Source: an optimization exercise on an open RTL-to-GDS flow (aim: small area, a short achievable clock period and few clock cycles per item). Production flows keep margins and buffers that such runs may drop. Only simulation tests tie the RTL to the original design; equivalence was not proved.

--- design/flow/config.mk ---
export PLATFORM = sky130hd
export DESIGN_NAME = fc_layer_top
export DESIGN_NICKNAME = fc_layer_top
export VERILOG_FILES = /design/flow/design.v
export SDC_FILE = /design/flow/constraint.sdc
export NUM_CORES = 4
export LEC_CHECK = 0
export CAP_MARGIN = 20
export CORE_MARGIN = 2
export CORE_UTILIZATION = 55
export CTS_BUF_LIST = sky130_fd_sc_hd__clkbuf_8
export PLACE_DENSITY = 0.6
export SETUP_SLACK_MARGIN = 5
export SLEW_MARGIN = 20
--- design/flow/constraint.sdc ---
create_clock -name core_clock -period 9.0 [get_ports {clk}]
set_input_delay 1.8000 -clock core_clock [delete_from_list [all_inputs] [get_ports {clk}]]
set_output_delay 1.8000 -clock core_clock [all_outputs]
set_load 0.01 [all_outputs]
--- design/flow/design.v ---
`default_nettype none
package fc_pkg;
    localparam int BYTE_W    = 8;
    localparam int WORD_W    = 32;
    localparam int IN_COUNT  = 8;
    localparam int OUT_COUNT = 4;
    localparam int ACC_W     = 20;
    localparam int FEATURE_W = IN_COUNT * BYTE_W;
    localparam int FRAME_WORDS = (FEATURE_W + OUT_COUNT * FEATURE_W
                                  + OUT_COUNT * BYTE_W) / WORD_W;
    localparam int STEP_W = 4;
    typedef enum logic {
        LOAD_RECEIVE,
        LOAD_COMPUTE
    } loader_state_t;
    typedef enum logic [1:0] {
        LANE_IDLE,
        LANE_ACCUMULATE,
        LANE_BIAS_ADD,
        LANE_DONE
    } lane_state_t;
endpackage
`default_nettype wire
`default_nettype none
module fc_dot4_cs (
    input  wire [47:0] bd,    
    input  wire [31:0] w,
    output wire [18:0] s,
    output wire [18:0] c
);
wire x1;
wire x2;
wire x3;
wire x4;
wire x5;
wire x6;
wire x7;
wire x8;
wire x9;
wire nx10;
wire x11;
wire x12;
wire x13;
wire x14;
wire x15;
wire x16;
wire x17;
wire x18;
wire x19;
wire nx20;
wire x21;
wire x22;
wire x23;
wire x24;
wire x25;
wire x26;
wire x27;
wire x28;
wire x29;
wire nx30;
wire x31;
wire x32;
wire x33;
wire x34;
wire x35;
wire x36;
wire x37;
wire x38;
wire x39;
wire nx40;
wire x41;
wire x42;
wire x43;
wire x44;
wire x45;
wire x46;
wire x47;
wire x48;
wire x49;
wire nx50;
wire x51;
wire x52;
wire x53;
wire x54;
wire x55;
wire x56;
wire x57;
wire x58;
wire x59;
wire nx60;
wire x61;
wire x62;
wire x63;
wire x64;
wire x65;
wire x66;
wire x67;
wire x68;
wire x69;
wire nx70;
wire x71;
wire x72;
wire x73;
wire x74;
wire x75;
wire x76;
wire x77;
wire x78;
wire x79;
wire nx80;
wire x81;
wire x82;
wire x83;
wire x84;
wire x85;
wire x86;
wire x87;
wire x88;
wire x89;
wire nx90;
wire x91;
wire x92;
wire x93;
wire x94;
wire x95;
wire x96;
wire x97;
wire x98;
wire x99;
wire nx100;
wire x101;
wire x102;
wire x103;
wire x104;
wire x105;
wire x106;
wire x107;
wire x108;
wire x109;
wire nx110;
wire x111;
wire x112;
wire x113;
wire x114;
wire x115;
wire x116;
wire x117;
wire x118;
wire x119;
wire nx120;
wire x121;
wire x122;
wire x123;
wire x124;
wire x125;
wire x126;
wire x127;
wire x128;
wire x129;
wire nx130;
wire x131;
wire x132;
wire x133;
wire x134;
wire x135;
wire x136;
wire x137;
wire x138;
wire x139;
wire nx140;
wire x141;
wire x142;
wire x143;
wire x144;
wire x145;
wire x146;
wire x147;
wire x148;
wire x149;
wire nx150;
wire x151;
wire x152;
wire x153;
wire x154;
wire x155;
wire x156;
wire x157;
wire x158;
wire x159;
wire nx160;
wire s161;
wire c162;
wire s163;
wire c164;
wire s165;
wire c166;
wire s167;
wire c168;
wire s169;
wire c170;
wire s171;
wire c172;
wire s173;
wire c174;
wire s175;
wire c176;
wire s177;
wire c178;
wire s179;
wire c180;
wire s181;
wire c182;
wire s183;
wire c184;
wire s185;
wire c186;
wire s187;
wire c188;
wire s189;
wire c190;
wire s191;
wire c192;
wire s193;
wire c194;
wire s195;
wire c196;
wire s197;
wire c198;
wire s199;
wire c200;
wire s201;
wire c202;
wire s203;
wire c204;
wire s205;
wire c206;
wire s207;
wire c208;
wire s209;
wire c210;
wire s211;
wire c212;
wire s213;
wire c214;
wire s215;
wire c216;
wire s217;
wire c218;
wire s219;
wire c220;
wire s221;
wire c222;
wire s223;
wire c224;
wire s225;
wire c226;
wire s227;
wire c228;
wire s229;
wire c230;
wire s231;
wire c232;
wire s233;
wire c234;
wire s235;
wire c236;
wire s237;
wire c238;
wire s239;
wire c240;
wire s241;
wire c242;
wire s243;
wire c244;
wire s245;
wire c246;
wire s247;
wire c248;
wire s249;
wire c250;
wire s251;
wire c252;
wire s253;
wire c254;
wire s255;
wire c256;
wire s257;
wire c258;
wire s259;
wire c260;
wire s261;
wire c262;
wire s263;
wire c264;
wire s265;
wire c266;
wire s267;
wire c268;
wire s269;
wire c270;
wire s271;
wire c272;
wire s273;
wire c274;
wire s275;
wire c276;
wire s277;
wire c278;
wire s279;
wire c280;
wire s281;
wire c282;
wire s283;
wire c284;
wire s285;
wire c286;
wire s287;
wire c288;
wire s289;
wire c290;
wire s291;
wire c292;
wire s293;
wire c294;
wire s295;
wire c296;
wire s297;
wire c298;
wire s299;
wire c300;
wire s301;
wire c302;
wire s303;
wire c304;
wire s305;
wire c306;
wire s307;
wire c308;
wire s309;
wire c310;
wire s311;
wire c312;
wire s313;
wire c314;
wire s315;
wire c316;
wire s317;
wire c318;
wire s319;
wire c320;
wire s321;
wire c322;
wire s323;
wire c324;
wire s325;
wire c326;
wire s327;
wire c328;
wire s329;
wire c330;
wire s331;
wire c332;
wire s333;
wire c334;
wire s335;
wire c336;
wire s337;
wire c338;
wire s339;
wire c340;
wire s341;
wire c342;
wire s343;
wire c344;
wire s345;
wire c346;
wire s347;
wire c348;
wire s349;
wire c350;
wire s351;
wire c352;
wire s353;
wire c354;
wire s355;
wire c356;
wire s357;
wire c358;
wire s359;
wire c360;
wire s361;
wire c362;
wire s363;
wire c364;
wire s365;
wire c366;
wire s367;
wire c368;
wire s369;
wire c370;
wire s371;
wire c372;
wire s373;
wire c374;
wire s375;
wire c376;
wire s377;
wire c378;
wire s379;
wire c380;
wire s381;
wire c382;
wire s383;
wire c384;
wire s385;
wire c386;
wire s387;
wire c388;
wire s389;
wire c390;
wire s391;
wire c392;
wire s393;
wire c394;
wire s395;
wire c396;
wire s397;
wire c398;
wire s399;
wire c400;
wire s401;
wire c402;
wire s403;
wire c404;
wire s405;
wire c406;
wire s407;
wire c408;
wire s409;
wire c410;
wire s411;
wire c412;
wire s413;
wire c414;
wire s415;
wire c416;
wire s417;
wire c418;
wire s419;
wire c420;
wire s421;
wire c422;
wire s423;
wire c424;
wire s425;
wire c426;
wire s427;
wire c428;
wire s429;
wire c430;
wire s431;
wire c432;
wire s433;
wire c434;
wire s435;
wire c436;
wire s437;
wire c438;
wire s439;
wire c440;
wire s441;
wire c442;
wire s443;
wire c444;
wire s445;
wire c446;
wire s447;
wire c448;
wire s449;
wire c450;
wire s451;
wire c452;
wire s453;
wire c454;
wire s455;
wire c456;
assign x1 = ((bd[0] & w[0]) | (bd[1] & 1'b0)) ^ bd[2];
assign x2 = ((bd[0] & w[1]) | (bd[1] & w[0])) ^ bd[2];
assign x3 = ((bd[0] & w[2]) | (bd[1] & w[1])) ^ bd[2];
assign x4 = ((bd[0] & w[3]) | (bd[1] & w[2])) ^ bd[2];
assign x5 = ((bd[0] & w[4]) | (bd[1] & w[3])) ^ bd[2];
assign x6 = ((bd[0] & w[5]) | (bd[1] & w[4])) ^ bd[2];
assign x7 = ((bd[0] & w[6]) | (bd[1] & w[5])) ^ bd[2];
assign x8 = ((bd[0] & w[7]) | (bd[1] & w[6])) ^ bd[2];
assign x9 = ((bd[0] & w[7]) | (bd[1] & w[7])) ^ bd[2];
assign nx10 = ~x9;
assign x11 = ((bd[3] & w[0]) | (bd[4] & 1'b0)) ^ bd[5];
assign x12 = ((bd[3] & w[1]) | (bd[4] & w[0])) ^ bd[5];
assign x13 = ((bd[3] & w[2]) | (bd[4] & w[1])) ^ bd[5];
assign x14 = ((bd[3] & w[3]) | (bd[4] & w[2])) ^ bd[5];
assign x15 = ((bd[3] & w[4]) | (bd[4] & w[3])) ^ bd[5];
assign x16 = ((bd[3] & w[5]) | (bd[4] & w[4])) ^ bd[5];
assign x17 = ((bd[3] & w[6]) | (bd[4] & w[5])) ^ bd[5];
assign x18 = ((bd[3] & w[7]) | (bd[4] & w[6])) ^ bd[5];
assign x19 = ((bd[3] & w[7]) | (bd[4] & w[7])) ^ bd[5];
assign nx20 = ~x19;
assign x21 = ((bd[6] & w[0]) | (bd[7] & 1'b0)) ^ bd[8];
assign x22 = ((bd[6] & w[1]) | (bd[7] & w[0])) ^ bd[8];
assign x23 = ((bd[6] & w[2]) | (bd[7] & w[1])) ^ bd[8];
assign x24 = ((bd[6] & w[3]) | (bd[7] & w[2])) ^ bd[8];
assign x25 = ((bd[6] & w[4]) | (bd[7] & w[3])) ^ bd[8];
assign x26 = ((bd[6] & w[5]) | (bd[7] & w[4])) ^ bd[8];
assign x27 = ((bd[6] & w[6]) | (bd[7] & w[5])) ^ bd[8];
assign x28 = ((bd[6] & w[7]) | (bd[7] & w[6])) ^ bd[8];
assign x29 = ((bd[6] & w[7]) | (bd[7] & w[7])) ^ bd[8];
assign nx30 = ~x29;
assign x31 = ((bd[9] & w[0]) | (bd[10] & 1'b0)) ^ bd[11];
assign x32 = ((bd[9] & w[1]) | (bd[10] & w[0])) ^ bd[11];
assign x33 = ((bd[9] & w[2]) | (bd[10] & w[1])) ^ bd[11];
assign x34 = ((bd[9] & w[3]) | (bd[10] & w[2])) ^ bd[11];
assign x35 = ((bd[9] & w[4]) | (bd[10] & w[3])) ^ bd[11];
assign x36 = ((bd[9] & w[5]) | (bd[10] & w[4])) ^ bd[11];
assign x37 = ((bd[9] & w[6]) | (bd[10] & w[5])) ^ bd[11];
assign x38 = ((bd[9] & w[7]) | (bd[10] & w[6])) ^ bd[11];
assign x39 = ((bd[9] & w[7]) | (bd[10] & w[7])) ^ bd[11];
assign nx40 = ~x39;
assign x41 = ((bd[12] & w[8]) | (bd[13] & 1'b0)) ^ bd[14];
assign x42 = ((bd[12] & w[9]) | (bd[13] & w[8])) ^ bd[14];
assign x43 = ((bd[12] & w[10]) | (bd[13] & w[9])) ^ bd[14];
assign x44 = ((bd[12] & w[11]) | (bd[13] & w[10])) ^ bd[14];
assign x45 = ((bd[12] & w[12]) | (bd[13] & w[11])) ^ bd[14];
assign x46 = ((bd[12] & w[13]) | (bd[13] & w[12])) ^ bd[14];
assign x47 = ((bd[12] & w[14]) | (bd[13] & w[13])) ^ bd[14];
assign x48 = ((bd[12] & w[15]) | (bd[13] & w[14])) ^ bd[14];
assign x49 = ((bd[12] & w[15]) | (bd[13] & w[15])) ^ bd[14];
assign nx50 = ~x49;
assign x51 = ((bd[15] & w[8]) | (bd[16] & 1'b0)) ^ bd[17];
assign x52 = ((bd[15] & w[9]) | (bd[16] & w[8])) ^ bd[17];
assign x53 = ((bd[15] & w[10]) | (bd[16] & w[9])) ^ bd[17];
assign x54 = ((bd[15] & w[11]) | (bd[16] & w[10])) ^ bd[17];
assign x55 = ((bd[15] & w[12]) | (bd[16] & w[11])) ^ bd[17];
assign x56 = ((bd[15] & w[13]) | (bd[16] & w[12])) ^ bd[17];
assign x57 = ((bd[15] & w[14]) | (bd[16] & w[13])) ^ bd[17];
assign x58 = ((bd[15] & w[15]) | (bd[16] & w[14])) ^ bd[17];
assign x59 = ((bd[15] & w[15]) | (bd[16] & w[15])) ^ bd[17];
assign nx60 = ~x59;
assign x61 = ((bd[18] & w[8]) | (bd[19] & 1'b0)) ^ bd[20];
assign x62 = ((bd[18] & w[9]) | (bd[19] & w[8])) ^ bd[20];
assign x63 = ((bd[18] & w[10]) | (bd[19] & w[9])) ^ bd[20];
assign x64 = ((bd[18] & w[11]) | (bd[19] & w[10])) ^ bd[20];
assign x65 = ((bd[18] & w[12]) | (bd[19] & w[11])) ^ bd[20];
assign x66 = ((bd[18] & w[13]) | (bd[19] & w[12])) ^ bd[20];
assign x67 = ((bd[18] & w[14]) | (bd[19] & w[13])) ^ bd[20];
assign x68 = ((bd[18] & w[15]) | (bd[19] & w[14])) ^ bd[20];
assign x69 = ((bd[18] & w[15]) | (bd[19] & w[15])) ^ bd[20];
assign nx70 = ~x69;
assign x71 = ((bd[21] & w[8]) | (bd[22] & 1'b0)) ^ bd[23];
assign x72 = ((bd[21] & w[9]) | (bd[22] & w[8])) ^ bd[23];
assign x73 = ((bd[21] & w[10]) | (bd[22] & w[9])) ^ bd[23];
assign x74 = ((bd[21] & w[11]) | (bd[22] & w[10])) ^ bd[23];
assign x75 = ((bd[21] & w[12]) | (bd[22] & w[11])) ^ bd[23];
assign x76 = ((bd[21] & w[13]) | (bd[22] & w[12])) ^ bd[23];
assign x77 = ((bd[21] & w[14]) | (bd[22] & w[13])) ^ bd[23];
assign x78 = ((bd[21] & w[15]) | (bd[22] & w[14])) ^ bd[23];
assign x79 = ((bd[21] & w[15]) | (bd[22] & w[15])) ^ bd[23];
assign nx80 = ~x79;
assign x81 = ((bd[24] & w[16]) | (bd[25] & 1'b0)) ^ bd[26];
assign x82 = ((bd[24] & w[17]) | (bd[25] & w[16])) ^ bd[26];
assign x83 = ((bd[24] & w[18]) | (bd[25] & w[17])) ^ bd[26];
assign x84 = ((bd[24] & w[19]) | (bd[25] & w[18])) ^ bd[26];
assign x85 = ((bd[24] & w[20]) | (bd[25] & w[19])) ^ bd[26];
assign x86 = ((bd[24] & w[21]) | (bd[25] & w[20])) ^ bd[26];
assign x87 = ((bd[24] & w[22]) | (bd[25] & w[21])) ^ bd[26];
assign x88 = ((bd[24] & w[23]) | (bd[25] & w[22])) ^ bd[26];
assign x89 = ((bd[24] & w[23]) | (bd[25] & w[23])) ^ bd[26];
assign nx90 = ~x89;
assign x91 = ((bd[27] & w[16]) | (bd[28] & 1'b0)) ^ bd[29];
assign x92 = ((bd[27] & w[17]) | (bd[28] & w[16])) ^ bd[29];
assign x93 = ((bd[27] & w[18]) | (bd[28] & w[17])) ^ bd[29];
assign x94 = ((bd[27] & w[19]) | (bd[28] & w[18])) ^ bd[29];
assign x95 = ((bd[27] & w[20]) | (bd[28] & w[19])) ^ bd[29];
assign x96 = ((bd[27] & w[21]) | (bd[28] & w[20])) ^ bd[29];
assign x97 = ((bd[27] & w[22]) | (bd[28] & w[21])) ^ bd[29];
assign x98 = ((bd[27] & w[23]) | (bd[28] & w[22])) ^ bd[29];
assign x99 = ((bd[27] & w[23]) | (bd[28] & w[23])) ^ bd[29];
assign nx100 = ~x99;
assign x101 = ((bd[30] & w[16]) | (bd[31] & 1'b0)) ^ bd[32];
assign x102 = ((bd[30] & w[17]) | (bd[31] & w[16])) ^ bd[32];
assign x103 = ((bd[30] & w[18]) | (bd[31] & w[17])) ^ bd[32];
assign x104 = ((bd[30] & w[19]) | (bd[31] & w[18])) ^ bd[32];
assign x105 = ((bd[30] & w[20]) | (bd[31] & w[19])) ^ bd[32];
assign x106 = ((bd[30] & w[21]) | (bd[31] & w[20])) ^ bd[32];
assign x107 = ((bd[30] & w[22]) | (bd[31] & w[21])) ^ bd[32];
assign x108 = ((bd[30] & w[23]) | (bd[31] & w[22])) ^ bd[32];
assign x109 = ((bd[30] & w[23]) | (bd[31] & w[23])) ^ bd[32];
assign nx110 = ~x109;
assign x111 = ((bd[33] & w[16]) | (bd[34] & 1'b0)) ^ bd[35];
assign x112 = ((bd[33] & w[17]) | (bd[34] & w[16])) ^ bd[35];
assign x113 = ((bd[33] & w[18]) | (bd[34] & w[17])) ^ bd[35];
assign x114 = ((bd[33] & w[19]) | (bd[34] & w[18])) ^ bd[35];
assign x115 = ((bd[33] & w[20]) | (bd[34] & w[19])) ^ bd[35];
assign x116 = ((bd[33] & w[21]) | (bd[34] & w[20])) ^ bd[35];
assign x117 = ((bd[33] & w[22]) | (bd[34] & w[21])) ^ bd[35];
assign x118 = ((bd[33] & w[23]) | (bd[34] & w[22])) ^ bd[35];
assign x119 = ((bd[33] & w[23]) | (bd[34] & w[23])) ^ bd[35];
assign nx120 = ~x119;
assign x121 = ((bd[36] & w[24]) | (bd[37] & 1'b0)) ^ bd[38];
assign x122 = ((bd[36] & w[25]) | (bd[37] & w[24])) ^ bd[38];
assign x123 = ((bd[36] & w[26]) | (bd[37] & w[25])) ^ bd[38];
assign x124 = ((bd[36] & w[27]) | (bd[37] & w[26])) ^ bd[38];
assign x125 = ((bd[36] & w[28]) | (bd[37] & w[27])) ^ bd[38];
assign x126 = ((bd[36] & w[29]) | (bd[37] & w[28])) ^ bd[38];
assign x127 = ((bd[36] & w[30]) | (bd[37] & w[29])) ^ bd[38];
assign x128 = ((bd[36] & w[31]) | (bd[37] & w[30])) ^ bd[38];
assign x129 = ((bd[36] & w[31]) | (bd[37] & w[31])) ^ bd[38];
assign nx130 = ~x129;
assign x131 = ((bd[39] & w[24]) | (bd[40] & 1'b0)) ^ bd[41];
assign x132 = ((bd[39] & w[25]) | (bd[40] & w[24])) ^ bd[41];
assign x133 = ((bd[39] & w[26]) | (bd[40] & w[25])) ^ bd[41];
assign x134 = ((bd[39] & w[27]) | (bd[40] & w[26])) ^ bd[41];
assign x135 = ((bd[39] & w[28]) | (bd[40] & w[27])) ^ bd[41];
assign x136 = ((bd[39] & w[29]) | (bd[40] & w[28])) ^ bd[41];
assign x137 = ((bd[39] & w[30]) | (bd[40] & w[29])) ^ bd[41];
assign x138 = ((bd[39] & w[31]) | (bd[40] & w[30])) ^ bd[41];
assign x139 = ((bd[39] & w[31]) | (bd[40] & w[31])) ^ bd[41];
assign nx140 = ~x139;
assign x141 = ((bd[42] & w[24]) | (bd[43] & 1'b0)) ^ bd[44];
assign x142 = ((bd[42] & w[25]) | (bd[43] & w[24])) ^ bd[44];
assign x143 = ((bd[42] & w[26]) | (bd[43] & w[25])) ^ bd[44];
assign x144 = ((bd[42] & w[27]) | (bd[43] & w[26])) ^ bd[44];
assign x145 = ((bd[42] & w[28]) | (bd[43] & w[27])) ^ bd[44];
assign x146 = ((bd[42] & w[29]) | (bd[43] & w[28])) ^ bd[44];
assign x147 = ((bd[42] & w[30]) | (bd[43] & w[29])) ^ bd[44];
assign x148 = ((bd[42] & w[31]) | (bd[43] & w[30])) ^ bd[44];
assign x149 = ((bd[42] & w[31]) | (bd[43] & w[31])) ^ bd[44];
assign nx150 = ~x149;
assign x151 = ((bd[45] & w[24]) | (bd[46] & 1'b0)) ^ bd[47];
assign x152 = ((bd[45] & w[25]) | (bd[46] & w[24])) ^ bd[47];
assign x153 = ((bd[45] & w[26]) | (bd[46] & w[25])) ^ bd[47];
assign x154 = ((bd[45] & w[27]) | (bd[46] & w[26])) ^ bd[47];
assign x155 = ((bd[45] & w[28]) | (bd[46] & w[27])) ^ bd[47];
assign x156 = ((bd[45] & w[29]) | (bd[46] & w[28])) ^ bd[47];
assign x157 = ((bd[45] & w[30]) | (bd[46] & w[29])) ^ bd[47];
assign x158 = ((bd[45] & w[31]) | (bd[46] & w[30])) ^ bd[47];
assign x159 = ((bd[45] & w[31]) | (bd[46] & w[31])) ^ bd[47];
assign nx160 = ~x159;
assign s161 = x7 ^ x15;
assign c162 = x7 & x15;
assign s163 = x5 ^ x13 ^ x21;
assign c164 = (x5 ^ x13) ? x21 : x5;
assign s165 = bd[8] ^ x45;
assign c166 = bd[8] & x45;
assign s167 = x6 ^ x14;
assign c168 = x6 & x14;
assign s169 = x23 ^ x31 ^ bd[11];
assign c170 = (x23 ^ x31) ? bd[11] : x23;
assign s171 = x47 ^ x55 ^ x63;
assign c172 = (x47 ^ x55) ? x63 : x47;
assign s173 = x71 ^ bd[23] ^ x87;
assign c174 = (x71 ^ bd[23]) ? x87 : x71;
assign s175 = x95 ^ x103;
assign c176 = x95 & x103;
assign s177 = x8 ^ x16 ^ x24;
assign c178 = (x8 ^ x16) ? x24 : x8;
assign s179 = x32 ^ x48 ^ x56;
assign c180 = (x32 ^ x48) ? x56 : x32;
assign s181 = x64 ^ x72 ^ x88;
assign c182 = (x64 ^ x72) ? x88 : x64;
assign s183 = x96 ^ x104 ^ x112;
assign c184 = (x96 ^ x104) ? x112 : x96;
assign s185 = nx10 ^ x17 ^ x25;
assign c186 = (nx10 ^ x17) ? x25 : nx10;
assign s187 = x33 ^ nx50 ^ x57;
assign c188 = (x33 ^ nx50) ? x57 : x33;
assign s189 = x65 ^ x73 ^ nx90;
assign c190 = (x65 ^ x73) ? nx90 : x65;
assign s191 = x97 ^ x105;
assign c192 = x97 & x105;
assign s193 = x18 ^ x26 ^ x34;
assign c194 = (x18 ^ x26) ? x34 : x18;
assign s195 = x58 ^ x66;
assign c196 = x58 & x66;
assign s197 = nx20 ^ x27 ^ x35;
assign c198 = (nx20 ^ x27) ? x35 : nx20;
assign s199 = x3 ^ x11 ^ bd[5];
assign c200 = (x3 ^ x11) ? bd[5] : x3;
assign s201 = x43 ^ x51;
assign c202 = x43 & x51;
assign s203 = x4 ^ x12;
assign c204 = x4 & x12;
assign s205 = x53 ^ x61 ^ bd[20];
assign c206 = (x53 ^ x61) ? bd[20] : x53;
assign s207 = x85 ^ x93 ^ x101;
assign c208 = (x85 ^ x93) ? x101 : x85;
assign s209 = bd[32] ^ x125;
assign c210 = bd[32] & x125;
assign s211 = x22 ^ x46 ^ x54;
assign c212 = (x22 ^ x46) ? x54 : x22;
assign s213 = x62 ^ x86 ^ x94;
assign c214 = (x62 ^ x86) ? x94 : x62;
assign s215 = x102 ^ x126 ^ x134;
assign c216 = (x102 ^ x126) ? x134 : x102;
assign s217 = x142 ^ s167;
assign c218 = x142 & s167;
assign s219 = x111 ^ bd[35] ^ x127;
assign c220 = (x111 ^ bd[35]) ? x127 : x111;
assign s221 = x135 ^ x143 ^ x151;
assign c222 = (x135 ^ x143) ? x151 : x135;
assign s223 = bd[47] ^ s161 ^ s169;
assign c224 = (bd[47] ^ s161) ? s169 : bd[47];
assign s225 = s171 ^ s173 ^ s175;
assign c226 = (s171 ^ s173) ? s175 : s171;
assign s227 = x128 ^ x136 ^ x144;
assign c228 = (x128 ^ x136) ? x144 : x128;
assign s229 = x152 ^ c162 ^ s177;
assign c230 = (x152 ^ c162) ? s177 : x152;
assign s231 = s179 ^ s181 ^ s183;
assign c232 = (s179 ^ s181) ? s183 : s179;
assign s233 = c170 ^ c172 ^ c174;
assign c234 = (c170 ^ c172) ? c174 : c170;
assign s235 = x113 ^ nx130 ^ x137;
assign c236 = (x113 ^ nx130) ? x137 : x113;
assign s237 = x145 ^ x153 ^ s185;
assign c238 = (x145 ^ x153) ? s185 : x145;
assign s239 = s187 ^ s189 ^ s191;
assign c240 = (s187 ^ s189) ? s191 : s187;
assign s241 = c178 ^ c180 ^ c182;
assign c242 = (c178 ^ c180) ? c182 : c178;
assign s243 = x74 ^ x98 ^ x106;
assign c244 = (x74 ^ x98) ? x106 : x74;
assign s245 = x114 ^ x138 ^ x146;
assign c246 = (x114 ^ x138) ? x146 : x114;
assign s247 = x154 ^ s193 ^ s195;
assign c248 = (x154 ^ s193) ? s195 : x154;
assign s249 = c186 ^ c188 ^ c190;
assign c250 = (c186 ^ c188) ? c190 : c186;
assign s251 = nx60 ^ x67 ^ x75;
assign c252 = (nx60 ^ x67) ? x75 : nx60;
assign s253 = nx100 ^ x107 ^ x115;
assign c254 = (nx100 ^ x107) ? x115 : nx100;
assign s255 = nx140 ^ x147 ^ x155;
assign c256 = (nx140 ^ x147) ? x155 : nx140;
assign s257 = s197 ^ c194 ^ c196;
assign c258 = (s197 ^ c194) ? c196 : s197;
assign s259 = x28 ^ x36 ^ x68;
assign c260 = (x28 ^ x36) ? x68 : x28;
assign s261 = x76 ^ x108 ^ x116;
assign c262 = (x76 ^ x108) ? x116 : x76;
assign s263 = x148 ^ x156;
assign c264 = x148 & x156;
assign s265 = nx30 ^ x37 ^ nx70;
assign c266 = (nx30 ^ x37) ? nx70 : nx30;
assign s267 = x1 ^ bd[2] ^ x41;
assign c268 = (x1 ^ bd[2]) ? x41 : x1;
assign s269 = bd[17] ^ x83 ^ x91;
assign c270 = (bd[17] ^ x83) ? x91 : bd[17];
assign s271 = bd[29] ^ x123;
assign c272 = bd[29] & x123;
assign s273 = x44 ^ x52 ^ x84;
assign c274 = (x44 ^ x52) ? x84 : x44;
assign s275 = x92 ^ x124 ^ x132;
assign c276 = (x92 ^ x124) ? x132 : x92;
assign s277 = s203 ^ c200;
assign c278 = s203 & c200;
assign s279 = x133 ^ x141 ^ bd[44];
assign c280 = (x133 ^ x141) ? bd[44] : x133;
assign s281 = s163 ^ s165 ^ s205;
assign c282 = (s163 ^ s165) ? s205 : s163;
assign s283 = s207 ^ s209 ^ c204;
assign c284 = (s207 ^ s209) ? c204 : s207;
assign s285 = c164 ^ c166 ^ s211;
assign c286 = (c164 ^ c166) ? s211 : c164;
assign s287 = s213 ^ s215 ^ s217;
assign c288 = (s213 ^ s215) ? s217 : s213;
assign s289 = c206 ^ c208 ^ c210;
assign c290 = (c206 ^ c208) ? c210 : c206;
assign s291 = c168 ^ s219 ^ s221;
assign c292 = (c168 ^ s219) ? s221 : c168;
assign s293 = s223 ^ s225 ^ c212;
assign c294 = (s223 ^ s225) ? c212 : s223;
assign s295 = c214 ^ c216 ^ c218;
assign c296 = (c214 ^ c216) ? c218 : c214;
assign s297 = c176 ^ s227 ^ s229;
assign c298 = (c176 ^ s227) ? s229 : c176;
assign s299 = s231 ^ s233 ^ c220;
assign c300 = (s231 ^ s233) ? c220 : s231;
assign s301 = c222 ^ c224 ^ c226;
assign c302 = (c222 ^ c224) ? c226 : c222;
assign s303 = c184 ^ s235 ^ s237;
assign c304 = (c184 ^ s235) ? s237 : c184;
assign s305 = s239 ^ s241 ^ c228;
assign c306 = (s239 ^ s241) ? c228 : s239;
assign s307 = c230 ^ c232 ^ c234;
assign c308 = (c230 ^ c232) ? c234 : c230;
assign s309 = c192 ^ s243 ^ s245;
assign c310 = (c192 ^ s243) ? s245 : c192;
assign s311 = s247 ^ s249 ^ c236;
assign c312 = (s247 ^ s249) ? c236 : s247;
assign s313 = c238 ^ c240 ^ c242;
assign c314 = (c238 ^ c240) ? c242 : c238;
assign s315 = s251 ^ s253 ^ s255;
assign c316 = (s251 ^ s253) ? s255 : s251;
assign s317 = s257 ^ c244 ^ c246;
assign c318 = (s257 ^ c244) ? c246 : s257;
assign s319 = c248 ^ c250 ^ 1'b1;
assign c320 = (c248 ^ c250) ? 1'b1 : c248;
assign s321 = c198 ^ s259 ^ s261;
assign c322 = (c198 ^ s259) ? s261 : c198;
assign s323 = s263 ^ c252 ^ c254;
assign c324 = (s263 ^ c252) ? c254 : s263;
assign s325 = c256 ^ c258 ^ 1'b1;
assign c326 = (c256 ^ c258) ? 1'b1 : c256;
assign s327 = x77 ^ nx110 ^ x117;
assign c328 = (x77 ^ nx110) ? x117 : x77;
assign s329 = nx150 ^ x157 ^ s265;
assign c330 = (nx150 ^ x157) ? s265 : nx150;
assign s331 = c260 ^ c262 ^ c264;
assign c332 = (c260 ^ c262) ? c264 : c260;
assign s333 = x38 ^ x78 ^ x118;
assign c334 = (x38 ^ x78) ? x118 : x38;
assign s335 = x158 ^ c266;
assign c336 = x158 & c266;
assign s337 = bd[14] ^ x81 ^ bd[26];
assign c338 = (bd[14] ^ x81) ? bd[26] : bd[14];
assign s339 = x2 ^ x42 ^ x82;
assign c340 = (x2 ^ x42) ? x82 : x2;
assign s341 = x131 ^ bd[41] ^ s199;
assign c342 = (x131 ^ bd[41]) ? s199 : x131;
assign s343 = s201 ^ s269;
assign c344 = s201 & s269;
assign s345 = c202 ^ s273 ^ s275;
assign c346 = (c202 ^ s273) ? s275 : c202;
assign s347 = s277 ^ c270 ^ c272;
assign c348 = (s277 ^ c270) ? c272 : s277;
assign s349 = s279 ^ s281 ^ s283;
assign c350 = (s279 ^ s281) ? s283 : s279;
assign s351 = c274 ^ c276 ^ c278;
assign c352 = (c274 ^ c276) ? c278 : c274;
assign s353 = s285 ^ s287 ^ s289;
assign c354 = (s285 ^ s287) ? s289 : s285;
assign s355 = c280 ^ c282 ^ c284;
assign c356 = (c280 ^ c282) ? c284 : c280;
assign s357 = s291 ^ s293 ^ s295;
assign c358 = (s291 ^ s293) ? s295 : s291;
assign s359 = c286 ^ c288 ^ c290;
assign c360 = (c286 ^ c288) ? c290 : c286;
assign s361 = s297 ^ s299 ^ s301;
assign c362 = (s297 ^ s299) ? s301 : s297;
assign s363 = c292 ^ c294 ^ c296;
assign c364 = (c292 ^ c294) ? c296 : c292;
assign s365 = s303 ^ s305 ^ s307;
assign c366 = (s303 ^ s305) ? s307 : s303;
assign s367 = c298 ^ c300 ^ c302;
assign c368 = (c298 ^ c300) ? c302 : c298;
assign s369 = s309 ^ s311 ^ s313;
assign c370 = (s309 ^ s311) ? s313 : s309;
assign s371 = c304 ^ c306 ^ c308;
assign c372 = (c304 ^ c306) ? c308 : c304;
assign s373 = s315 ^ s317 ^ s319;
assign c374 = (s315 ^ s317) ? s319 : s315;
assign s375 = c310 ^ c312 ^ c314;
assign c376 = (c310 ^ c312) ? c314 : c310;
assign s377 = s321 ^ s323 ^ s325;
assign c378 = (s321 ^ s323) ? s325 : s321;
assign s379 = c316 ^ c318 ^ c320;
assign c380 = (c316 ^ c318) ? c320 : c316;
assign s381 = s327 ^ s329 ^ s331;
assign c382 = (s327 ^ s329) ? s331 : s327;
assign s383 = c322 ^ c324 ^ c326;
assign c384 = (c322 ^ c324) ? c326 : c322;
assign s385 = s333 ^ s335 ^ c328;
assign c386 = (s333 ^ s335) ? c328 : s333;
assign s387 = c330 ^ c332 ^ 1'b1;
assign c388 = (c330 ^ c332) ? 1'b1 : c330;
assign s389 = nx40 ^ nx80 ^ nx120;
assign c390 = (nx40 ^ nx80) ? nx120 : nx40;
assign s391 = nx160 ^ c334 ^ c336;
assign c392 = (nx160 ^ c334) ? c336 : nx160;
assign s393 = x121 ^ bd[38];
assign c394 = x121 & bd[38];
assign s395 = x122 ^ c268 ^ s339;
assign c396 = (x122 ^ c268) ? s339 : x122;
assign s397 = s271 ^ s341 ^ s343;
assign c398 = (s271 ^ s341) ? s343 : s271;
assign s399 = s345 ^ s347 ^ c342;
assign c400 = (s345 ^ s347) ? c342 : s345;
assign s401 = s349 ^ s351 ^ c346;
assign c402 = (s349 ^ s351) ? c346 : s349;
assign s403 = s353 ^ s355 ^ c350;
assign c404 = (s353 ^ s355) ? c350 : s353;
assign s405 = s357 ^ s359 ^ c354;
assign c406 = (s357 ^ s359) ? c354 : s357;
assign s407 = s361 ^ s363 ^ c358;
assign c408 = (s361 ^ s363) ? c358 : s361;
assign s409 = s365 ^ s367 ^ c362;
assign c410 = (s365 ^ s367) ? c362 : s365;
assign s411 = s369 ^ s371 ^ c366;
assign c412 = (s369 ^ s371) ? c366 : s369;
assign s413 = s373 ^ s375 ^ c370;
assign c414 = (s373 ^ s375) ? c370 : s373;
assign s415 = s377 ^ s379 ^ c374;
assign c416 = (s377 ^ s379) ? c374 : s377;
assign s417 = s381 ^ s383 ^ c378;
assign c418 = (s381 ^ s383) ? c378 : s381;
assign s419 = s385 ^ s387 ^ c382;
assign c420 = (s385 ^ s387) ? c382 : s385;
assign s421 = s389 ^ s391 ^ c386;
assign c422 = (s389 ^ s391) ? c386 : s389;
assign s423 = c390 ^ c392;
assign c424 = c390 & c392;
assign s425 = s267 ^ s337;
assign c426 = s267 & s337;
assign s427 = c338 ^ s395 ^ c394;
assign c428 = (c338 ^ s395) ? c394 : c338;
assign s429 = c340 ^ s397 ^ c396;
assign c430 = (c340 ^ s397) ? c396 : c340;
assign s431 = c344 ^ s399 ^ c398;
assign c432 = (c344 ^ s399) ? c398 : c344;
assign s433 = c348 ^ s401 ^ c400;
assign c434 = (c348 ^ s401) ? c400 : c348;
assign s435 = c352 ^ s403 ^ c402;
assign c436 = (c352 ^ s403) ? c402 : c352;
assign s437 = c356 ^ s405 ^ c404;
assign c438 = (c356 ^ s405) ? c404 : c356;
assign s439 = c360 ^ s407 ^ c406;
assign c440 = (c360 ^ s407) ? c406 : c360;
assign s441 = c364 ^ s409 ^ c408;
assign c442 = (c364 ^ s409) ? c408 : c364;
assign s443 = c368 ^ s411 ^ c410;
assign c444 = (c368 ^ s411) ? c410 : c368;
assign s445 = c372 ^ s413 ^ c412;
assign c446 = (c372 ^ s413) ? c412 : c372;
assign s447 = c376 ^ s415 ^ c414;
assign c448 = (c376 ^ s415) ? c414 : c376;
assign s449 = c380 ^ s417 ^ c416;
assign c450 = (c380 ^ s417) ? c416 : c380;
assign s451 = c384 ^ s419 ^ c418;
assign c452 = (c384 ^ s419) ? c418 : c384;
assign s453 = c388 ^ s421 ^ c420;
assign c454 = (c388 ^ s421) ? c420 : c388;
assign s455 = s423 ^ c422 ^ 1'b1;
assign c456 = (s423 ^ c422) ? 1'b1 : s423;
assign s = {1'b1, 1'b1, c424, s455, s453, s451, s449, s447, s445, s443, s441, s439, s437, s435, s433, s431, s429, s427, s393};
assign c = {1'b0, 1'b0, c456, c454, c452, c450, c448, c446, c444, c442, c440, c438, c436, c434, c432, c430, c428, c426, s425};
endmodule
`default_nettype wire
`default_nettype none
module fc_add4 (
    input  wire [18:0] x,
    input  wire [18:0] s,
    input  wire [18:0] c,
    input  wire [18:0] b,
    output wire [18:0] y
);
wire l1_t0;
wire l1_s0;
wire l1_c0;
wire l1_t1;
wire l1_s1;
wire l1_c1;
wire l1_t2;
wire l1_s2;
wire l1_c2;
wire l1_t3;
wire l1_s3;
wire l1_c3;
wire l1_t4;
wire l1_s4;
wire l1_c4;
wire l1_t5;
wire l1_s5;
wire l1_c5;
wire l1_t6;
wire l1_s6;
wire l1_c6;
wire l1_t7;
wire l1_s7;
wire l1_c7;
wire l1_t8;
wire l1_s8;
wire l1_c8;
wire l1_t9;
wire l1_s9;
wire l1_c9;
wire l1_t10;
wire l1_s10;
wire l1_c10;
wire l1_t11;
wire l1_s11;
wire l1_c11;
wire l1_t12;
wire l1_s12;
wire l1_c12;
wire l1_t13;
wire l1_s13;
wire l1_c13;
wire l1_t14;
wire l1_s14;
wire l1_c14;
wire l1_t15;
wire l1_s15;
wire l1_c15;
wire l1_t16;
wire l1_s16;
wire l1_c16;
wire l1_t17;
wire l1_s17;
wire l1_c17;
wire l1_t18;
wire l1_s18;
wire l1_c18;
wire l2_t0;
wire l2_s0;
wire l2_c0;
wire l2_t1;
wire l2_s1;
wire l2_c1;
wire l2_t2;
wire l2_s2;
wire l2_c2;
wire l2_t3;
wire l2_s3;
wire l2_c3;
wire l2_t4;
wire l2_s4;
wire l2_c4;
wire l2_t5;
wire l2_s5;
wire l2_c5;
wire l2_t6;
wire l2_s6;
wire l2_c6;
wire l2_t7;
wire l2_s7;
wire l2_c7;
wire l2_t8;
wire l2_s8;
wire l2_c8;
wire l2_t9;
wire l2_s9;
wire l2_c9;
wire l2_t10;
wire l2_s10;
wire l2_c10;
wire l2_t11;
wire l2_s11;
wire l2_c11;
wire l2_t12;
wire l2_s12;
wire l2_c12;
wire l2_t13;
wire l2_s13;
wire l2_c13;
wire l2_t14;
wire l2_s14;
wire l2_c14;
wire l2_t15;
wire l2_s15;
wire l2_c15;
wire l2_t16;
wire l2_s16;
wire l2_c16;
wire l2_t17;
wire l2_s17;
wire l2_c17;
wire l2_t18;
wire l2_s18;
wire l2_c18;
assign l1_t0 = s[0] ^ c[0];
assign l1_s0 = l1_t0 ^ x[0];
assign l1_c0 = l1_t0 ? x[0] : s[0];
assign l1_t1 = s[1] ^ c[1];
assign l1_s1 = l1_t1 ^ x[1];
assign l1_c1 = l1_t1 ? x[1] : s[1];
assign l1_t2 = s[2] ^ c[2];
assign l1_s2 = l1_t2 ^ x[2];
assign l1_c2 = l1_t2 ? x[2] : s[2];
assign l1_t3 = s[3] ^ c[3];
assign l1_s3 = l1_t3 ^ x[3];
assign l1_c3 = l1_t3 ? x[3] : s[3];
assign l1_t4 = s[4] ^ c[4];
assign l1_s4 = l1_t4 ^ x[4];
assign l1_c4 = l1_t4 ? x[4] : s[4];
assign l1_t5 = s[5] ^ c[5];
assign l1_s5 = l1_t5 ^ x[5];
assign l1_c5 = l1_t5 ? x[5] : s[5];
assign l1_t6 = s[6] ^ c[6];
assign l1_s6 = l1_t6 ^ x[6];
assign l1_c6 = l1_t6 ? x[6] : s[6];
assign l1_t7 = s[7] ^ c[7];
assign l1_s7 = l1_t7 ^ x[7];
assign l1_c7 = l1_t7 ? x[7] : s[7];
assign l1_t8 = s[8] ^ c[8];
assign l1_s8 = l1_t8 ^ x[8];
assign l1_c8 = l1_t8 ? x[8] : s[8];
assign l1_t9 = s[9] ^ c[9];
assign l1_s9 = l1_t9 ^ x[9];
assign l1_c9 = l1_t9 ? x[9] : s[9];
assign l1_t10 = s[10] ^ c[10];
assign l1_s10 = l1_t10 ^ x[10];
assign l1_c10 = l1_t10 ? x[10] : s[10];
assign l1_t11 = s[11] ^ c[11];
assign l1_s11 = l1_t11 ^ x[11];
assign l1_c11 = l1_t11 ? x[11] : s[11];
assign l1_t12 = s[12] ^ c[12];
assign l1_s12 = l1_t12 ^ x[12];
assign l1_c12 = l1_t12 ? x[12] : s[12];
assign l1_t13 = s[13] ^ c[13];
assign l1_s13 = l1_t13 ^ x[13];
assign l1_c13 = l1_t13 ? x[13] : s[13];
assign l1_t14 = s[14] ^ c[14];
assign l1_s14 = l1_t14 ^ x[14];
assign l1_c14 = l1_t14 ? x[14] : s[14];
assign l1_t15 = s[15] ^ c[15];
assign l1_s15 = l1_t15 ^ x[15];
assign l1_c15 = l1_t15 ? x[15] : s[15];
assign l1_t16 = s[16] ^ c[16];
assign l1_s16 = l1_t16 ^ x[16];
assign l1_c16 = l1_t16 ? x[16] : s[16];
assign l1_t17 = s[17] ^ c[17];
assign l1_s17 = l1_t17 ^ x[17];
assign l1_c17 = l1_t17 ? x[17] : s[17];
assign l1_t18 = s[18] ^ c[18];
assign l1_s18 = l1_t18 ^ x[18];
assign l1_c18 = l1_t18 ? x[18] : s[18];
assign l2_t0 = l1_s0 ^ 1'b0;
assign l2_s0 = l2_t0 ^ b[0];
assign l2_c0 = l2_t0 ? b[0] : l1_s0;
assign l2_t1 = l1_s1 ^ l1_c0;
assign l2_s1 = l2_t1 ^ b[1];
assign l2_c1 = l2_t1 ? b[1] : l1_s1;
assign l2_t2 = l1_s2 ^ l1_c1;
assign l2_s2 = l2_t2 ^ b[2];
assign l2_c2 = l2_t2 ? b[2] : l1_s2;
assign l2_t3 = l1_s3 ^ l1_c2;
assign l2_s3 = l2_t3 ^ b[3];
assign l2_c3 = l2_t3 ? b[3] : l1_s3;
assign l2_t4 = l1_s4 ^ l1_c3;
assign l2_s4 = l2_t4 ^ b[4];
assign l2_c4 = l2_t4 ? b[4] : l1_s4;
assign l2_t5 = l1_s5 ^ l1_c4;
assign l2_s5 = l2_t5 ^ b[5];
assign l2_c5 = l2_t5 ? b[5] : l1_s5;
assign l2_t6 = l1_s6 ^ l1_c5;
assign l2_s6 = l2_t6 ^ b[6];
assign l2_c6 = l2_t6 ? b[6] : l1_s6;
assign l2_t7 = l1_s7 ^ l1_c6;
assign l2_s7 = l2_t7 ^ b[7];
assign l2_c7 = l2_t7 ? b[7] : l1_s7;
assign l2_t8 = l1_s8 ^ l1_c7;
assign l2_s8 = l2_t8 ^ b[8];
assign l2_c8 = l2_t8 ? b[8] : l1_s8;
assign l2_t9 = l1_s9 ^ l1_c8;
assign l2_s9 = l2_t9 ^ b[9];
assign l2_c9 = l2_t9 ? b[9] : l1_s9;
assign l2_t10 = l1_s10 ^ l1_c9;
assign l2_s10 = l2_t10 ^ b[10];
assign l2_c10 = l2_t10 ? b[10] : l1_s10;
assign l2_t11 = l1_s11 ^ l1_c10;
assign l2_s11 = l2_t11 ^ b[11];
assign l2_c11 = l2_t11 ? b[11] : l1_s11;
assign l2_t12 = l1_s12 ^ l1_c11;
assign l2_s12 = l2_t12 ^ b[12];
assign l2_c12 = l2_t12 ? b[12] : l1_s12;
assign l2_t13 = l1_s13 ^ l1_c12;
assign l2_s13 = l2_t13 ^ b[13];
assign l2_c13 = l2_t13 ? b[13] : l1_s13;
assign l2_t14 = l1_s14 ^ l1_c13;
assign l2_s14 = l2_t14 ^ b[14];
assign l2_c14 = l2_t14 ? b[14] : l1_s14;
assign l2_t15 = l1_s15 ^ l1_c14;
assign l2_s15 = l2_t15 ^ b[15];
assign l2_c15 = l2_t15 ? b[15] : l1_s15;
assign l2_t16 = l1_s16 ^ l1_c15;
assign l2_s16 = l2_t16 ^ b[16];
assign l2_c16 = l2_t16 ? b[16] : l1_s16;
assign l2_t17 = l1_s17 ^ l1_c16;
assign l2_s17 = l2_t17 ^ b[17];
assign l2_c17 = l2_t17 ? b[17] : l1_s17;
assign l2_t18 = l1_s18 ^ l1_c17;
assign l2_s18 = l2_t18 ^ b[18];
assign l2_c18 = l2_t18 ? b[18] : l1_s18;
assign y = {l2_s18, l2_s17, l2_s16, l2_s15, l2_s14, l2_s13, l2_s12, l2_s11, l2_s10, l2_s9, l2_s8, l2_s7, l2_s6, l2_s5, l2_s4, l2_s3, l2_s2, l2_s1, l2_s0} + {l2_c17, l2_c16, l2_c15, l2_c14, l2_c13, l2_c12, l2_c11, l2_c10, l2_c9, l2_c8, l2_c7, l2_c6, l2_c5, l2_c4, l2_c3, l2_c2, l2_c1, l2_c0, 1'b0};
endmodule
`default_nettype wire
`timescale 1ns/1ns
`default_nettype none
import fc_pkg::*;
module fc_layer_top (
    input  wire logic              clk,
    input  wire logic              rstn,
    input  wire logic              in_valid,
    input  wire logic [WORD_W-1:0] in_data,
    output logic                   out_valid,
    output logic      [WORD_W-1:0] out_data
);
    localparam int SW = 19;
    function automatic logic [7:0] quant(input logic [SW-1:0] x);
        if ((x[SW-1:15] == '0) || (x[SW-1:15] == '1)) quant = x[15:8];
        else quant = x[SW-1] ? 8'h80 : 8'h7F;
    endfunction
    logic        vq;
    logic [31:0] dq;
    logic [3:0]  cnt;       
    logic [3:0]  nidx;      
    logic        ldq, wtq, finq;
    assign nidx = !vq ? cnt : (cnt == 4'd10) ? 4'd0 : cnt + 4'd1;
    always_ff @(posedge clk) dq <= in_valid ? in_data : '0;
    always_ff @(posedge clk or negedge rstn) begin
        if (!rstn) begin
            vq   <= 1'b0;
            cnt  <= '0;
            ldq  <= 1'b0;
            wtq  <= 1'b0;
            finq <= 1'b0;
        end else begin
            vq   <= in_valid;
            cnt  <= nidx;
            ldq  <= in_valid && (nidx < 4'd2);
            wtq  <= in_valid && (nidx >= 4'd2) && (nidx <= 4'd9);
            finq <= in_valid && (nidx == 4'd10);
        end
    end
    logic [31:0] fhi, fhi_d;
    logic [47:0] flo, flo_d;
    always_comb begin
        for (int b = 0; b < 4; b++) begin
            for (int i = 0; i < 4; i++) begin
                logic f2, f1, f0;
                f2 = fhi[8*b+2*i+1];
                f1 = fhi[8*b+2*i];
                f0 = (i == 0) ? 1'b0 : fhi[8*b+2*i-1];
                flo_d[12*b+3*i]   = f1 ^ f0;
                flo_d[12*b+3*i+1] = (f2 & !f1 & !f0) | (!f2 & f1 & f0);
                flo_d[12*b+3*i+2] = f2;
                fhi_d[8*b+2*i+1] = flo[12*b+3*i+2];
                fhi_d[8*b+2*i]   = flo[12*b+3*i] ^ ((i == 0) ? 1'b0 : flo[12*b+3*i-1]);
            end
        end
    end
    always_ff @(posedge clk) begin
        if (ldq || wtq) begin
            flo <= flo_d;
            fhi <= ldq ? dq : fhi_d;
        end
    end
    logic [SW-1:0] s_d, c_d, cs_s, cs_c;
    fc_dot4_cs u_dot (
        .bd (flo),
        .w  (dq),
        .s  (s_d),
        .c  (c_d)
    );
    always_ff @(posedge clk) begin
        cs_s <= s_d;
        cs_c <= c_d;
    end
    logic e_even, e_r0, e_r1, e_r2, e_a3;
    always_ff @(posedge clk or negedge rstn) begin
        if (!rstn) begin
            e_even <= 1'b0;
            e_r0   <= 1'b0;
            e_r1   <= 1'b0;
            e_r2   <= 1'b0;
            e_a3   <= 1'b0;
        end else begin
            e_even <= wtq && !cnt[0];
            e_r0   <= wtq && (cnt == 4'd3);
            e_r1   <= wtq && (cnt == 4'd5);
            e_r2   <= wtq && (cnt == 4'd7);
            e_a3   <= wtq && (cnt == 4'd9);
        end
    end
    logic [SW-1:0] acc, r0, r1, r2;
    logic [SW-1:0] sum;
    logic [7:0]    b3;
    logic [SW-1:0] r0b, r1b, r2b;
    assign b3  = finq ? dq[31:24] : 8'h00;
    fc_add4 u_sum (
        .x (e_even ? '0 : acc),
        .s (cs_s),
        .c (cs_c),
        .b ({{(SW-8){b3[7]}}, b3}),
        .y (sum)
    );
    assign r0b = r0 + {{(SW-8){dq[7]}},  dq[7:0]};
    assign r1b = r1 + {{(SW-8){dq[15]}}, dq[15:8]};
    assign r2b = r2 + {{(SW-8){dq[23]}}, dq[23:16]};
    always_ff @(posedge clk) begin
        if (e_even || e_a3 || finq) acc <= sum;
        if (e_r0 || finq) r0 <= e_r0 ? sum : r0b;
        if (e_r1 || finq) r1 <= e_r1 ? sum : r1b;
        if (e_r2 || finq) r2 <= e_r2 ? sum : r2b;
    end
    always_ff @(posedge clk or negedge rstn) begin
        if (!rstn) out_valid <= 1'b0;
        else       out_valid <= finq;
    end
    assign out_data = {quant(acc), quant(r2), quant(r1), quant(r0)};
endmodule
`default_nettype wire
--- design/flow/run.sh ---
#!/bin/bash
# synth_recipe.tcl (not shown) runs the flow's synth.tcl, then flattens the netlist and writes it again
# the make line also repeats each setting of config.mk as NAME=value (left out here)
make -C /OpenROAD-flow-scripts/flow DESIGN_CONFIG=/design/flow/config.mk WORK_HOME=/design/flow/orfs CLKGATE_MAP_FILE= SYNTH_SCRIPT=/design/flow/synth_recipe.tcl finish
==> results of run 1 <==
## registers in the layout (all words and copies together) (netlist names), 4 cells and up
register,cells
acc,19
cnt,4
cs_c,17
cs_s,17
dq,32
fhi,32
flo,48
r0,19
r1,19
r2,19
## worst max path at each step
stage	end	startpoint	depth (start not counted)	slack [ns]
6_report	out_data[0]	r0[15]	6	5.08
5_1_grt	r1[18]	dq[8]	15	4.85
4_1_cts	out_data[5]	r0[17]	5	4.93
3_5_place_dp	r2[17]	e_even	19	4.26
3_3_place_gp	r0[17]	e_even	19	4.40
2_1_floorplan	r0[17]	e_even	20	5.01
## critical path, cell delays in order, from the launching register on
cell and delay, ns:
edfxtp_1 0.44, nor4_4 0.38, buf_4 0.17, buf_4 0.10
o21ai_0 0.07, nand2_1 0.10, dlygate4sd2_1 0.27
## stage by stage
stage	area (µm²)	hold slack, ns	std cells	utilization, %
2_1_floorplan	19400	0.406	2036	-
6_report	21300	0.454	2557	61.6
5_1_grt	21300	0.480	2557	61.6
4_1_cts	21200	0.445	2544	61.1
3_3_place_gp	20100	0.430	2451	58.1
3_5_place_dp	20100	0.436	2451	58.1
## metal layers
metal / track usage, % / part of all wire [%] / vias to the layer above
met5: 0 / 0 / -
met4: 9.91 / 3.1 / 0
met3: 4.15 / 4.4 / 83
met2: 50.3 / 49 / 357
met1: 35.1 / 43 / 6939
li1: - / - / 7122
## cells in the mapped netlist, types with 13 or more instances
cell	number	share of area [%]
a21o_1	18	0.70
a21oi_1	69	1.8
a22oi_1	98	3.8
a22oi_2	14	0.90
and2_1	40	1.3
buf_2	57	1.5
clkbuf_1	39	0.76
dfrtp_1	14	1.8
dfxtp_1	66	6.8
edfxtp_1	156	24
ha_1	93	6.0
inv_1	67	1.3
maj3_1	83	4.3
maj3_2	15	0.87
mux2_2	34	2.0
nand2_1	178	3.4
nand2b_1	32	1.0
nand3b_1	13	0.50
nor2_1	110	2.1
nor2b_1	24	0.77
nor3_1	20	0.52
o21ai_0	148	3.8
o31ai_1	14	0.54
xnor2_1	363	16
xor2_1	132	6.0
## cells by family (layout without fill, tap and decap cells)
| family | count (synthesis) | count (layout) | share of synthesized area [%] |
|---|---|---|---|
| simple gates | 464 | 464 | 11.3 |
| xor+xnor | 514 | 514 | 24.4 |
| fa+ha+maj | 195 | 195 | 11.6 |
| buf+inv | 183 | 249 | 4.30 |
| flops | 236 | 236 | 32.8 |
| mux | 43 | 43 | 2.44 |
| compound gates | 401 | 401 | 13.2 |
## layout make-up
class	instances	share of cell area (%)
clock buffers	49	3.16
clock inverters	26	0.663
inverters	67	1.18
multi-input cells	1617	58.0
flip-flops and latches	236	29.9
well taps	455	2.67
repair buffers	107	4.42
## repair_timing
item	CTS	global route
gates resized for setup	59	33
hold endpoints to repair	0	0
endpoints found under the setup margin	68	40
pin swaps	9	14
buffers inserted	18	13
## layout by cell type (no fill, tap or decap), drive strengths merged, types with 4 or more instances in the layout
cell / n
dfxtp: 66
mux2i: 9
o21a: 7
a21o: 18
and4: 4
xnor2: 369
nor3: 20
dfrtp: 14
dlygate4sd2: 24
clkbuf: 49
a21boi: 7
inv: 83
nor2b: 24
nand2: 178
xor2: 134
o21ai: 151
xnor3: 7
a21oi: 70
nand3b: 13
mux2: 34
edfxtp: 156
fa: 4
nand2b: 32
o211ai: 5
and2: 42
nor2: 111
nor4: 4
o31ai: 14
maj3: 98
clkdlybuf4s50: 38
or2: 11
nand3: 7
xor3: 4
clkinv: 8
a22oi: 113
buf: 41
ha: 93
and3: 6
==> results_dict.tcl, run 1 <==
set metrics [dict create \
    outcome "complete, no violations" \
    io-pin-count 68 \
    fin_skew_ns 0.0141 \
    clkTransAtPathRegs_ns 0.06 \
    grt_max_degree 69 \
    synth_warnings 1 \
    viasPerCell 5.67 \
    fp.coreArea_um2 34600 \
    ys_seq_area_share_pct 32.8 \
    fin_ws_ns 5.08 \
    drtAntennaViolNets 0 \
    fp.dieH_um 192 \
    cts_tree "done" \
    crit_type "register to output port" \
    min_path_cells 0 \
    min_from "fhi[16]" \
    period_share_pct 43.6 \
    portBuffers 67 \
    gp_congestion 0.896 \
    synth_seq_cells 236 \
    rrSetupSlack_ns 5.20 \
    start_util_pct 56.0 \
    firstDrtPassIters 5 \
    synth-edff-count 156 \
    post_drt_wl_per_cell_um 20.1 \
    r2r_end "r1[17]" \
    clock_sinks 236 \
    setup_viol 0 \
    drc 0 \
    crit_path_max_fanout 5 \
    die_area_um2 36700 \
    rows 68 \
    clock_insertion_delay_worst_skew_ns 0.60 \
    post-place-ws_ns 4.26 \
    maxCapViolCount 0 \
    ys_types 66 \
    hpwl_mm 38.8 \
    grt_pass1_wl_mm 78.6 \
    clockBufferDepth 3 \
    hold_viol 0 \
    die_x_um 192 \
    fmax_mhz 255 \
    grt_pass1_vias 14000 \
    antenna_found_initial 0 \
    synth_ff_type "edfxtp_1" \
    syn2layout_area_growth_pct 10.1 \
    fillers 3024 \
    nNetsFinal 2203 \
    fin_setup_tns_ns 0 \
    r2r_start "e_even" \
    vias 14500 \
    syn_nets 2168 \
    finalCriticalPeriod_ns 3.92 \
    synth.avg_cell_area_um2 9.52 \
    drv_slew 0 \
    grt_usage_pct 28.4 \
    drive_above_1_share_pct 11.1 \
    worstRegToRegCells 19 \
    multiInputGateArea_um2 12400 \
    ctsHoldBuffers 0 \
    synthArstFlopShare_pct 5.93 \
    num_antenna_cells 0 \
    grt_setup_unrepaired "true" \
    cts_root_buffer "clkbuf_8" \
    regArea_um2 6380 \
    min_path_type "register to register" \
    drtIter0Drc 799 \
    worst_slew_margin_rel_pct 33.6 \
    critPathLaunchType "register" \
    synthCells 2036 \
    tightest_slew_ns 0.990 \
    synth_area_um2 19400 \
    crit_required_ns 7.20 \
    cts_max_level 2 \
    hold_end "flo[24]" \
    cp_data_arrival_time_ns 2.12 \
    cts_inserted_buffers 42 \
    crit_path_end_kind "output port" \
    grt_overflow 0 \
    drt_wl_total_mm 51.3 \
]
Testbench counts, summed over its fixed seeds: cycles 4,992, frames 384.
==> run 2: changes to the inputs <==
--- a/design/flow/design.v
+++ b/design/flow/design.v
@@ -1283,9 +1283,22 @@
         .b ({{(SW-8){b3[7]}}, b3}),
         .y (sum)
     );
-    assign r0b = r0 + {{(SW-8){dq[7]}},  dq[7:0]};
-    assign r1b = r1 + {{(SW-8){dq[15]}}, dq[15:8]};
-    assign r2b = r2 + {{(SW-8){dq[23]}}, dq[23:16]};
+    function automatic logic [SW-1:0] add_bias(input logic [SW-1:0] r, input logic [7:0] b);
+        logic [8:0]    lo;
+        logic [SW-9:0] h, inc, dec;
+        lo = {1'b0, r[7:0]} + {1'b0, b};
+        h  = r[SW-1:8];
+        for (int i = 0; i < SW - 8; i++) begin
+            inc[i] = h[i] ^ ((i == 0) ? 1'b1 : ((h | ~((SW-8)'((1 << i) - 1))) == '1));
+            dec[i] = h[i] ^ ((i == 0) ? 1'b1 : ~|(h & ((1 << i) - 1)));
+        end
+        if (lo[8] && !b[7])      add_bias = {inc, r[7:0]};
+        else if (!lo[8] && b[7]) add_bias = {dec, r[7:0]};
+        else                     add_bias = r;
+    endfunction
+    assign r0b = add_bias(r0, dq[7:0]);
+    assign r1b = add_bias(r1, dq[15:8]);
+    assign r2b = add_bias(r2, dq[23:16]);
     always_ff @(posedge clk) begin
         if (e_even || e_a3 || finq) acc <= sum;
         if (e_r0 || finq) r0 <= e_r0 ? sum : r0b;
--- a/design/flow/config.mk
+++ b/design/flow/config.mk
@@ -8,7 +8,9 @@
 export CAP_MARGIN = 20
 export CORE_MARGIN = 2
 export CORE_UTILIZATION = 55
-export CTS_BUF_LIST = sky130_fd_sc_hd__clkbuf_8
+export CTS_BUF_LIST = sky130_fd_sc_hd__clkbuf_16
+export CTS_CLUSTER_DIAMETER = 100
+export CTS_CLUSTER_SIZE = 28
 export PLACE_DENSITY = 0.6
 export SETUP_SLACK_MARGIN = 5
 export SLEW_MARGIN = 20
==> run 2 against run 1 <==
Effect of this change: still clean on timing, DRC and antenna; largest cell class unchanged; die area shrank 4.7%; register-to-register slack got worse by 0.04 ns; worst setup slack gained 0.050 ns; clock skew is 0.0017 ns higher; critical path type unchanged; fmax grew 1.3%; synthesized area fell by 4.8%.
==> results_dict.tcl, run 2 <==
set metrics [dict create \
    start_util_pct 55.4 \
    grt_usage_pct 26.7 \
    synth_seq_cells 236 \
    yosys-top-cells-count "xnor2_1, edfxtp_1, nand2_1" \
    drv_slew 0 \
    drt_wl_total_mm 47.5 \
    ctsHoldBuffers 0 \
    worstRegToRegCells 20 \
    grt_pass1_wl_mm 72.4 \
    synth_most_common_cell "xnor2_1" \
    dpl-instance-area_um2 19100 \
    cts_root_buffer "clkbuf_16" \
    drc 0 \
    synth-edff-count 156 \
    grt_max_degree 74 \
    period_share_pct 43.0 \
    vias 13200 \
    drtIter0Drc 996 \
    synthArstFlopShare_pct 5.93 \
    fp.coreArea_um2 33300 \
    cp_common_cell "buf_4" \
    clockBufferDepth 3 \
    cts_max_level 1 \
    ys_types 72 \
    endpoint "out_data[19]" \
    crit_type "register to output port" \
    synthCells 1854 \
    max_stage_delay_ns 0.41 \
    grt_overflow 0 \
    min_path_type "register to register" \
    synth_top_area_share_pct 25.4 \
    io-pin-count 68 \
    tightest_slew_ns 0.938 \
    layout_commonest_cell "xnor2_1" \
    fmax_mhz 258 \
    cts_tree "done" \
    syn2layout_area_growth_pct 8.65 \
    top_regs "flo (48), dq (32), fhi (32)" \
    portBuffers 67 \
    synth.avg_cell_area_um2 9.94 \
    crit_path_cell_trace "or2_4 > nor3_4 > buf_4 > buf_4 > o21ai_0 > nand2_1 > dlygate4sd2_1" \
    outcome "complete, no violations" \
    drive_above_1_share_pct 11.0 \
    fillers 2895 \
    hpwl_mm 35.9 \
    fp.dieH_um 187 \
    netlist_top_cells_area "edfxtp_1, xnor2_1, dfxtp_1, xor2_1, maj3_1" \
    crit_required_ns 7.20 \
    critPathSlowestCell "edfxtp_1" \
    num_antenna_cells 0 \
    mostFrequentLayoutCells "xnor2_1, edfxtp_1, nand2_1, xor2_1, a22oi_1" \
    worst_slew_margin_rel_pct 37.5 \
    firstDrtPassIters 5 \
    setup_viol 0 \
    top_register "flo" \
    ys_seq_area_share_pct 34.5 \
    fin_skew_ns 0.0158 \
    viasPerCell 5.71 \
    die_x_um 187 \
    die_area_um2 35000 \
    largest_register_ffs 48 \
    rrSetupSlack_ns 5.16 \
    crit_cells 7 \
    crit_path_end_kind "output port" \
    syn_nets 1950 \
    crit_start "r2[15]" \
    antenna_found_initial 0 \
    maxCapViolCount 0 \
    synth_ff_type "edfxtp_1" \
    final_cells 2313 \
    cp_data_arrival_time_ns 2.07 \
    final_area_um2 20000 \
    drtAntennaViolNets 0 \
    rows 67 \
    clkTransAtPathRegs_ns 0.11 \
    crit_path_max_fanout 5 \
    critPathLaunchType "register" \
    r2r_start "e_even" \
    gp_congestion 0.877 \
    dp.cells 2258 \
    fin_setup_tns_ns 0 \
    crit_family "simple AND/OR/NAND/NOR gates" \
    finalCriticalPeriod_ns 3.87 \
    nNetsFinal 1953 \
    r2r_end "r1[17]" \
    post_drt_wl_per_cell_um 20.5 \
    grt_setup_unrepaired "true" \
    hold_viol 0 \
    synth_warnings 1 \
    cts_inserted_buffers 14 \
    grt_pass1_vias 12500 \
    clock_insertion_delay_worst_skew_ns 0.52 \
    critical_path_buf_inv_count 3 \
    yosysTopAreaCell "edfxtp_1" \
    clock_sinks 236 \
    synth_area_um2 18400 \
]
run 2: logic make-up (layout without fill, tap and decap cells):
kind of cell,Yosys count,after routing,synth area share [%]
muxes,55,55,3.28
AOI/OAI and AO/OA,326,326,11.8
DFF,236,236,34.5
buffers and inverters,160,171,4.38
xor gates and xnor gates,508,508,25.5
and+or+nand+nor,406,406,10.8
adders and majority gates,163,163,9.81
run 2: how the worst min path moves through the flow:
| stage | from | to | cells past startpoint |
|---|---|---|---|
| 2_1_floorplan | finq | out_valid | 0 |
| 3_3_place_gp | fhi[8] | flo[12] | 0 |
| 3_5_place_dp | fhi[8] | flo[12] | 0 |
| 4_1_cts | fhi[8] | flo[12] | 0 |
| 5_1_grt | fhi[16] | flo[24] | 0 |
| 6_report | fhi[8] | flo[12] | 0 |
run 2: cell type report:
class / count / area, µm² / share of cell area (%)
multi-input cells: 1458 / 11500 / 57.4
flip-flops and latches: 236 / 6370 / 31.8
repair buffers: 105 / 970 / 4.84
well taps: 448 / 561 / 2.80
clock buffers: 15 / 375 / 1.87
inverters: 42 / 158 / 0.787
clock inverters: 9 / 92.6 / 0.462
run 2: through the flow:
stage,setup slack (ns),hold WS [ns],utilization [%]
final,5.13,0.462,60.2
after global routing,4.90,0.479,60.2
after CTS,4.97,0.460,59.5
after detailed placement,4.25,0.435,57.3
after global placement,4.44,0.433,57.3
after floorplan,5.01,0.405,-
run 2: worst reg2reg max path, cell delays in order (launching register included):
cell and delay, ns:
dfrtp_2 0.45, nand2b_4 0.17, o21ai_4 0.17, xor2_2 0.16, xnor2_1 0.14, ha_2 0.21
inv_2 0.04, fa_2 0.34, nor2b_1 0.12, o21ai_1 0.08, a21boi_1 0.20, o21ai_1 0.10
a21boi_1 0.20, o21ai_1 0.10, a21boi_1 0.16, o21ai_2 0.08, a21oi_2 0.19, or3_1 0.16
o311ai_2 0.10, buf_4 0.18, mux2_2 0.25
run 2: layer usage:
layer / global-route usage [%] / vias up / share of wire [%]
met5: 0 / - / 0
met3: 5.05 / 52 / 8.0
met4: 6.47 / 0 / 2.2
met1: 38.1 / 6357 / 45
met2: 42.0 / 402 / 45
li1: - / 6385 / -
run 2: timing repair:
| item | in CTS | in global routing |
|---|---|---|
| endpoints found under the setup margin | 68 | 51 |
| setup buffers | 22 | 9 |
| pin swaps | 12 | 16 |
| gates resized for setup | 50 | 53 |
| gates cloned | 0 | 0 |
Testbench counts of run 2, summed over its fixed seeds: cycles 4,992, frames 384.

## re-timing with driven ports
The flow's constraints put no driver on any port. The routed layouts listed below were extracted and timed again, unchanged, in two steps.
Step 1 assumes that a clkbuf_16 drives the clock port and a buf_2 every other input.
Step 2, shift: input delay + t, output delay - t, t = (earliest + latest rising clock arrival at the registers) / 2. This alone moves slack from input paths to output paths.
a / b / c = no drivers / after step 1 / after step 2; a / b = the first two.
run	t, ns	setup slack, ns	clock arrival spread, ns
run 1	0.643	5.077 / 5.025 / 5.198	0.014 / 0.014
run 2	0.566	5.127 / 5.073 / 5.161	0.021 / 0.021
After both steps setup and hold are still met in every run listed.
